This design comes from an exercise in tuning for small area on the open sky130 flow, not from production work.
Only simulation tests tie the RTL to the original design; equivalence was not proved.

==> flow/design.v <==
module wb_regfile #(
    parameter int unsigned DATA_W = 32,
    parameter int unsigned ADDR_W = 5
) (
    input  logic              clk,
    input  logic              rst_n,
    input  logic [DATA_W-1:0] wb_mem_data,
    input  logic [DATA_W-1:0] wb_alu_result,
    input  logic [ADDR_W-1:0] wb_rd,
    input  logic [1:0]        wb_control,
    input  logic [ADDR_W-1:0] rs_addr,
    input  logic [ADDR_W-1:0] rt_addr,
    output logic [DATA_W-1:0] rs_data,
    output logic [DATA_W-1:0] rt_data,
    output logic [DATA_W-1:0] wb_data,
    output logic              wb_we,
    output logic [31:0]       commit_count
);
    localparam int unsigned NUM_REGS = 1 << ADDR_W;
    assign wb_data = wb_control[0] ? wb_mem_data : wb_alu_result;
    assign wb_we   = rst_n & wb_control[1] & (wb_rd != '0);
    logic [DATA_W-1:0] row_d;
    for (genvar j = 0; j < DATA_W; j++) begin : g_rowd
        wbrf_and2 u_d (.A(wb_data[j]), .B(rst_n), .X(row_d[j]));
    end
    logic [3:0] rs_lo, rt_lo;
    logic [7:0] rs_hi, rt_hi;
    for (genvar k = 0; k < 4; k++) begin : g_plo
        assign rs_lo[k] = (rs_addr[1:0] == 2'(k));
        assign rt_lo[k] = (rt_addr[1:0] == 2'(k));
    end
    for (genvar k = 0; k < 8; k++) begin : g_phi
        assign rs_hi[k] = (rs_addr[4:2] == 3'(k));
        assign rt_hi[k] = (rt_addr[4:2] == 3'(k));
    end
    logic [NUM_REGS-1:1] row_wn;    
    logic [NUM_REGS-1:1] row_ld;    
    logic [NUM_REGS-1:1] rs_sel;    
    logic [NUM_REGS-1:1] rt_sel;
    logic                rs_byp, rt_byp;
    for (genvar i = 1; i < NUM_REGS; i++) begin : g_dec
        assign row_wn[i] = ~(wb_we & (wb_rd == ADDR_W'(i)));
        wbrf_nand2 u_ld (.A(row_wn[i]), .B(rst_n), .Y(row_ld[i]));
        wbrf_and3 u_rs (.A(rs_lo[i % 4]), .B(rs_hi[i / 4]), .C(row_wn[i]), .X(rs_sel[i]));
        wbrf_and3 u_rt (.A(rt_lo[i % 4]), .B(rt_hi[i / 4]), .C(row_wn[i]), .X(rt_sel[i]));
    end
    assign rs_byp = wb_we & (rs_addr == wb_rd);
    assign rt_byp = wb_we & (rt_addr == wb_rd);
    logic [NUM_REGS-1:1][DATA_W-1:0] regs;
    for (genvar i = 1; i < NUM_REGS; i++) begin : g_row
        always_ff @(posedge clk) begin
            if (row_ld[i]) regs[i] <= row_d;
        end
    end
    for (genvar j = 0; j < DATA_W; j++) begin : g_bit
        logic [NUM_REGS-1:1] q;    
        for (genvar i = 1; i < NUM_REGS; i++) begin : g_q
            assign q[i] = regs[i][j];
        end
        wb_regfile_rd32 u_rs (
            .d({q, row_d[j]}), .s({rs_sel, rs_byp}), .y(rs_data[j])
        );
        wb_regfile_rd32 u_rt (
            .d({q, row_d[j]}), .s({rt_sel, rt_byp}), .y(rt_data[j])
        );
    end
    logic [31:0] cnt_cin;     
    logic [31:0] cnt_xn;      
    logic [31:0] cnt_d;
    logic [7:0]  blk_cin;     
    logic [6:0]  blk_all;     
    logic        rst;
    assign rst        = ~rst_n;
    assign blk_cin[0] = wb_we;
    for (genvar k = 0; k < 8; k++) begin : g_cblk
        if (k < 7) begin : g_chain
            wbrf_and4 u_all (
                .A(commit_count[4*k]),   .B(commit_count[4*k+1]),
                .C(commit_count[4*k+2]), .D(commit_count[4*k+3]), .X(blk_all[k])
            );
            wbrf_and2 u_next (.A(blk_cin[k]), .B(blk_all[k]), .X(blk_cin[k+1]));
        end
        assign cnt_cin[4*k] = blk_cin[k];
        wbrf_and2 u_c1 (.A(blk_cin[k]), .B(commit_count[4*k]), .X(cnt_cin[4*k+1]));
        wbrf_and3 u_c2 (
            .A(blk_cin[k]), .B(commit_count[4*k]), .C(commit_count[4*k+1]), .X(cnt_cin[4*k+2])
        );
        wbrf_and4 u_c3 (
            .A(blk_cin[k]), .B(commit_count[4*k]), .C(commit_count[4*k+1]),
            .D(commit_count[4*k+2]), .X(cnt_cin[4*k+3])
        );
    end
    for (genvar i = 0; i < 32; i++) begin : g_cbit
        wbrf_xnor2 u_x (.A(commit_count[i]), .B(cnt_cin[i]), .Y(cnt_xn[i]));
        wbrf_nor2  u_r (.A(cnt_xn[i]), .B(rst), .Y(cnt_d[i]));
    end
    always_ff @(posedge clk) begin
        commit_count <= cnt_d;
    end
endmodule
module wb_regfile_rd32 (
    input  logic [31:0] d,
    input  logic [31:0] s,
    output logic        y
);
    logic [10:0] n;
    logic [2:0]  p;
    for (genvar g = 0; g < 10; g++) begin : g_aoi
        wbrf_a222oi u_aoi (
            .A1(d[3*g]),   .A2(s[3*g]),
            .B1(d[3*g+1]), .B2(s[3*g+1]),
            .C1(d[3*g+2]), .C2(s[3*g+2]),
            .Y(n[g])
        );
    end
    wbrf_a22oi u_aoi_last (
        .A1(d[30]), .A2(s[30]), .B1(d[31]), .B2(s[31]), .Y(n[10])
    );
    wbrf_nand4 u_nd0 (.A(n[0]), .B(n[1]), .C(n[2]),  .D(n[3]), .Y(p[0]));
    wbrf_nand4 u_nd1 (.A(n[4]), .B(n[5]), .C(n[6]),  .D(n[7]), .Y(p[1]));
    wbrf_nand3 u_nd2 (.A(n[8]), .B(n[9]), .C(n[10]), .Y(p[2]));
    wbrf_or3   u_or  (.A(p[0]), .B(p[1]), .C(p[2]),  .X(y));
endmodule
module wbrf_a222oi (
    input  logic A1, A2, B1, B2, C1, C2,
    output logic Y
);
    assign Y = ~((A1 & A2) | (B1 & B2) | (C1 & C2));
endmodule
module wbrf_a22oi (
    input  logic A1, A2, B1, B2,
    output logic Y
);
    assign Y = ~((A1 & A2) | (B1 & B2));
endmodule
module wbrf_nand4 (
    input  logic A, B, C, D,
    output logic Y
);
    assign Y = ~(A & B & C & D);
endmodule
module wbrf_nand3 (
    input  logic A, B, C,
    output logic Y
);
    assign Y = ~(A & B & C);
endmodule
module wbrf_nand2 (
    input  logic A, B,
    output logic Y
);
    assign Y = ~(A & B);
endmodule
module wbrf_or3 (
    input  logic A, B, C,
    output logic X
);
    assign X = A | B | C;
endmodule
module wbrf_and3 (
    input  logic A, B, C,
    output logic X
);
    assign X = A & B & C;
endmodule
module wbrf_and4 (
    input  logic A, B, C, D,
    output logic X
);
    assign X = A & B & C & D;
endmodule
module wbrf_xnor2 (
    input  logic A, B,
    output logic Y
);
    assign Y = ~(A ^ B);
endmodule
module wbrf_nor2 (
    input  logic A, B,
    output logic Y
);
    assign Y = ~(A | B);
endmodule
module wbrf_and2 (
    input  logic A, B,
    output logic X
);
    assign X = A & B;
endmodule
==> flow/flow/run.sh <==
#!/bin/bash
# Own layout flow: the standard ORFS flow (standard synthesis unchanged), with
#  - port buffers of the smallest buffer cell instead of the default delay-cell choice;
#  - clock tree of clkbuf_8 cells over clusters of at most 16 flip-flops, without dummy loads;
#  - after floorplanning, gate strengths set for their loads (flow/presize.tcl).
# ORFS writes each tool's full log under orfs/logs; make's own output goes to flow_make.log.
set -euo pipefail
bash standard.sh \
  "BUFFER_PORTS_ARGS=-buffer_cell sky130_fd_sc_hd__buf_1" \
  "CTS_ARGS=-sink_clustering_enable -repair_clock_nets -dont_use_dummy_load -buf_list sky130_fd_sc_hd__clkbuf_8 -sink_clustering_size 16 -sink_clustering_max_diameter 80" \
  "POST_FLOORPLAN_TCL=$PWD/flow/presize.tcl" \
  finish > flow_make.log 2>&1
==> flow/flow/presize.tcl <==
# After floorplanning, before placement:
#  - synthesis maps the two-term AND-OR-invert gates of the read selects to the double-strength
#    cell, though each drives a single NAND input: use the single-strength cell;
#  - gates whose output fans out to a whole row or column of the array (read selects, row
#    loads, row data) are set to the x4 strength of the same function, so that they drive
#    their net directly rather than through an added buffer.
set db [ord::get_db]
set n_dn 0
set n_up 0
foreach inst [[ord::get_db_block] getInsts] {
  set m [[$inst getMaster] getName]
  if {$m eq "sky130_fd_sc_hd__a22oi_2"} {
    $inst swapMaster [$db findMaster sky130_fd_sc_hd__a22oi_1]
    incr n_dn
    continue
  }
  if {![regexp {^(sky130_fd_sc_hd__(and2|and3|nand2|nor2|nand3))_[12]$} $m -> base]} { continue }
  set fo 0
  foreach it [$inst getITerms] {
    if {[$it isOutputSignal] && [$it getNet] ne "NULL"} {
      set fo [expr {[llength [[$it getNet] getITerms]] - 1}]
    }
  }
  if {$fo >= 16} {
    set big [$db findMaster ${base}_4]
    if {$big ne "NULL"} {
      $inst swapMaster $big
      incr n_up
    }
  }
}
puts "presize.tcl: $n_dn a22oi_2 set to a22oi_1, $n_up high-fanout gates set to x4"
==> flow/standard.sh <==
#!/bin/bash
# synth_recipe.tcl (not shown) runs the flow's synth.tcl, then flattens the netlist and writes it again
# the make line also repeats each setting of config.mk as NAME=value (left out here)
make -C /OpenROAD-flow-scripts/flow DESIGN_CONFIG=/design/flow/config.mk WORK_HOME=/design/flow/orfs CLKGATE_MAP_FILE= SYNTH_SCRIPT=/design/flow/synth_recipe.tcl "${@:-finish}"
==> flow/config.mk <==
export PLATFORM = sky130hd
export DESIGN_NAME = wb_regfile
export DESIGN_NICKNAME = wb_regfile
export VERILOG_FILES = /design/flow/design.v
export SDC_FILE = /design/flow/constraint.sdc
export NUM_CORES = 4
export LEC_CHECK = 0
export CAP_MARGIN = 0
export CORE_MARGIN = 2
export CORE_UTILIZATION = 60
export SLEW_MARGIN = 0
export SYNTH_HIERARCHICAL = 1
==> flow/constraint.sdc <==
create_clock -name core_clock -period 6.0 [get_ports {clk}]
set_input_delay 1.2000 -clock core_clock [delete_from_list [all_inputs] [get_ports {clk}]]
set_output_delay 1.2000 -clock core_clock [all_outputs]
set_load 0.01 [all_outputs]
==> run notes <==
## critical path: stages
cell	delay [ns]
buf_1	0.51
nand3_4	0.17
nor3b_2	0.29
nand3_1	0.24
and3_4	0.49
a222oi_1	0.55
nand4_1	0.40
or3_1	0.49
buf_1	0.14
## state kept, by name, summed over array words and instances, names as in the netlist
name and cells:
regs 992, commit_count 32
## cell usage after synthesis (all sizes together)
master | number | area share, %
edfxtp | 992 | 72
and2 | 49 | 0.74
nor2b | 6 | 0.090
clkbuf | 7 | 0.066
a22oi | 64 | 1.9
nor3b | 10 | 0.26
and3b | 4 | 0.084
xnor2 | 42 | 0.88
and3 | 72 | 1.1
and2b | 2 | 0.048
nand2 | 61 | 0.57
dfxtp | 32 | 1.5
inv | 3 | 0.027
a222oi | 640 | 15
nand4 | 128 | 1.9
buf | 8 | 0.15
nor2 | 39 | 0.36
or3 | 64 | 0.96
nand3 | 75 | 0.93
nor4 | 1 | 0.030
a31o | 1 | 0.042
mux2 | 32 | 0.87
nor3 | 6 | 0.12
and4 | 15 | 0.32
## stage by stage
step,hold slack (ns),worst slack [ns],instance area (sq um),util [%]
6_report,0.532,0.295,44900,65.5
5_1_grt,0.553,0.228,44900,65.5
4_1_cts,0.537,0.471,44900,65.5
3_5_place_dp,0.514,0.485,43900,64.0
3_3_place_gp,0.496,0.520,43900,64.0
2_1_floorplan,0.538,1.61,41600,-
## report_power, final
part	switching [mW]	internal, mW
Sequential	0.330	8.56
Clock	2.13	1.11
Combinational	0.957	0.287
Total	3.42	9.96
## Yosys stat by module (local to each module, per instance), excerpt
| module | copies in the design | flip-flops and latches |
|---|---|---|
| wb_regfile | 1 | 1024 |
| wbrf_nand2 | 31 | 0 |
| wbrf_a22oi | 64 | 0 |
| wbrf_a222oi | 640 | 0 |
| wbrf_xnor2 | 32 | 0 |
| wbrf_and3 | 70 | 0 |
| wbrf_or3 | 64 | 0 |
| wbrf_and4 | 15 | 0 |
## layout make-up
class | count | area [sq um]
multi-input combinational | 1311 | 11400
clock buffer | 74 | 1020
sequential | 1024 | 30400
antenna | 3 | 7.51
fill | 4795 | 23700
timing repair buffer | 219 | 907
tap | 931 | 1160
inverter | 3 | 11.3
## routing by layer
layer / wire length, microns / vias to the layer above
met5: 58 / -
met2: 66000 / 3249
met3: 27500 / 562
li1: - / 11900
met1: 50100 / 15300
met4: 7770 / 10
## logic make-up (layout without fill, tap and decap cells)
| logic type | Yosys count | count (layout) | synth area share (%) |
|---|---|---|---|
| flops | 1024 | 1024 | 73.1 |
| compound gates | 705 | 705 | 17.4 |
| simple gates | 532 | 532 | 7.51 |
| xor+xnor | 42 | 42 | 0.884 |
| mux | 32 | 32 | 0.866 |
| buf+inv | 18 | 296 | 0.247 |
| other cells | 0 | 3 | 0 |
## final timing paths
check / to / slack [ns] / cells after the start
max: rs_data[26] / 0.29 / 9
min: commit_count[31] / 0.53 / 2
max reg2reg: commit_count[31] / 3.23 / 11
min reg2reg: commit_count[31] / 0.53 / 2
==> results.py <==
metrics = {
    "outcome": {
        "status": "complete, no violations",
    },
    "worst_setup_path": {
        "endpoint_kind": "primary output",
        "path_class": "input pin to primary output",
        "worstSetupStartpoint": "wb_rd[4]",
        "rr_startpoint": "commit_count[0]",
        "start_kind": "input pin",
        "crit_fanout": 32,
        "critPathArrivalTime_ns": 4.51,
        "worstPathRequired_ns": 4.80,
    },
    "logic_synthesis": {
        "syn_nets": 2436,
        "syn_inst": 2353,
        "syn_area_per_cell_sq_um": 17.7,
        "yosysUniqueCellTypes": 34,
        "yosysSeqAreaShare_pct": 73.1,
        "yosys_warnings": 7,
        "synth-seq-cells": 1024,
        "syn_area_sq_mm": 0.0416,
    },
    "sta": {
        "maxSlewViolCount": 0,
        "rsz0062_at_grt": "no",
        "tightest_slew_ns": 0.996,
        "hold_violations": 0,
        "setup_tns_ns": 0,
        "period_minus_slack_ns": 5.71,
        "finalCritPeriodShare_pct": 95.1,
        "finalSetupViolations": 0,
        "clock_skew_ns": 0.0140,
        "relSlewSlack_pct": 33.5,
        "max_freq_ghz": 0.175,
    },
    "cts": {
        "clockBufferDepth": 3,
        "htreeDepth": 3,
        "cts_tree": "yes",
        "cts-root-buf": "clkbuf_8",
        "hold_buffers": 0,
        "ctsResizeCount": 0,
        "post_cts_buffers": 0,
        "numClockSinks": 1024,
        "clk_pin_slew_ns": 0.10,
        "clk_latency_ns": 0.70,
        "cts_buffers": 74,
    },
    "power_and_ir_drop": {
        "p_leak_nw": 14.1,
        "powerDensity_mw_per_mm2": 298,
        "finalPower_mw": 13.4,
        "ir_drop_v": 0.000221,
    },
    "min_path": {
        "min_path_type": "flop to flop",
        "min_from": "commit_count[31]",
    },
    "grt": {
        "grt_pass1_wl_microns": 209000,
        "grt_pass1_vias": 29800,
        "grt_antenna_before_repair": 14,
        "grtUsageMet2_pct": 61.6,
        "top_usage_layer": "met2",
        "grt_max_degree": 44,
        "grt_overflow": 0,
        "use_met1_pct": 55.9,
        "grt_usage_pct": 41.7,
        "use_met3_pct": 14.6,
    },
    "flow_run": {
        "cap_violations": 0,
    },
    "layout": {
        "stdcell_count": 3565,
        "final_cell_mix": "992 x edfxtp_1, 640 x a222oi_1, 209 x buf_1",
        "drive_gt1_share_pct": 9.65,
        "final_common_cell": "edfxtp_1",
        "nNetsFinal": 2716,
        "area_growth_pct": 7.98,
    },
    "detailed_routing": {
        "wl_per_cell_microns": 42.5,
        "drt_wl_total_microns": 151000,
        "drc": 0,
        "drt_iter0_markers": 8562,
        "vias_per_cell": 8.69,
        "vias": 31000,
        "dr.pass1.iters": 15,
        "antenna_left": 0,
    },
    "place": {
        "dp_hpwl_microns": 80100,
        "port_buffers": 211,
        "finalWeightedCongestion": 0.974,
        "place_inst": 3488,
    },
    "floorplanning": {
        "core.rowCount": 96,
        "core_sq_mm": 0.0686,
        "die_x_microns": 267,
        "die_h_microns": 267,
        "initial_core_util_pct": 60.7,
        "num_io_pins": 212,
        "dieArea_sq_mm": 0.0715,
    },
}

-- re-timing with driven ports --
The flow's constraints put no driver on any port. The routed layout listed below was extracted and timed again, unchanged, in two steps.
Step 1: set_driving_cell puts a clkbuf_16 on clk and a buf_2 on each other input, an assumption about the parent block.
Step 2 also shifts input and output timing later by t, the mid clock arrival at the registers, as if the neighbouring blocks saw the same clock.
a / b / c = ideal / step 1 / step 2; a / b = the first two.
t, ns: 0.748
slack for setup (ns): 0.295 / 0.264 / 0.264
worst setup path at the end: input to output
worst register clock-pin slew, ns: 0.11 / 0.11
worst slew at a driven data input, ns: 0.06
After both steps this run still meets setup and hold. For this run, drivers alone change the setup slack by -0.031 ns; drivers and shift together by -0.031 ns.
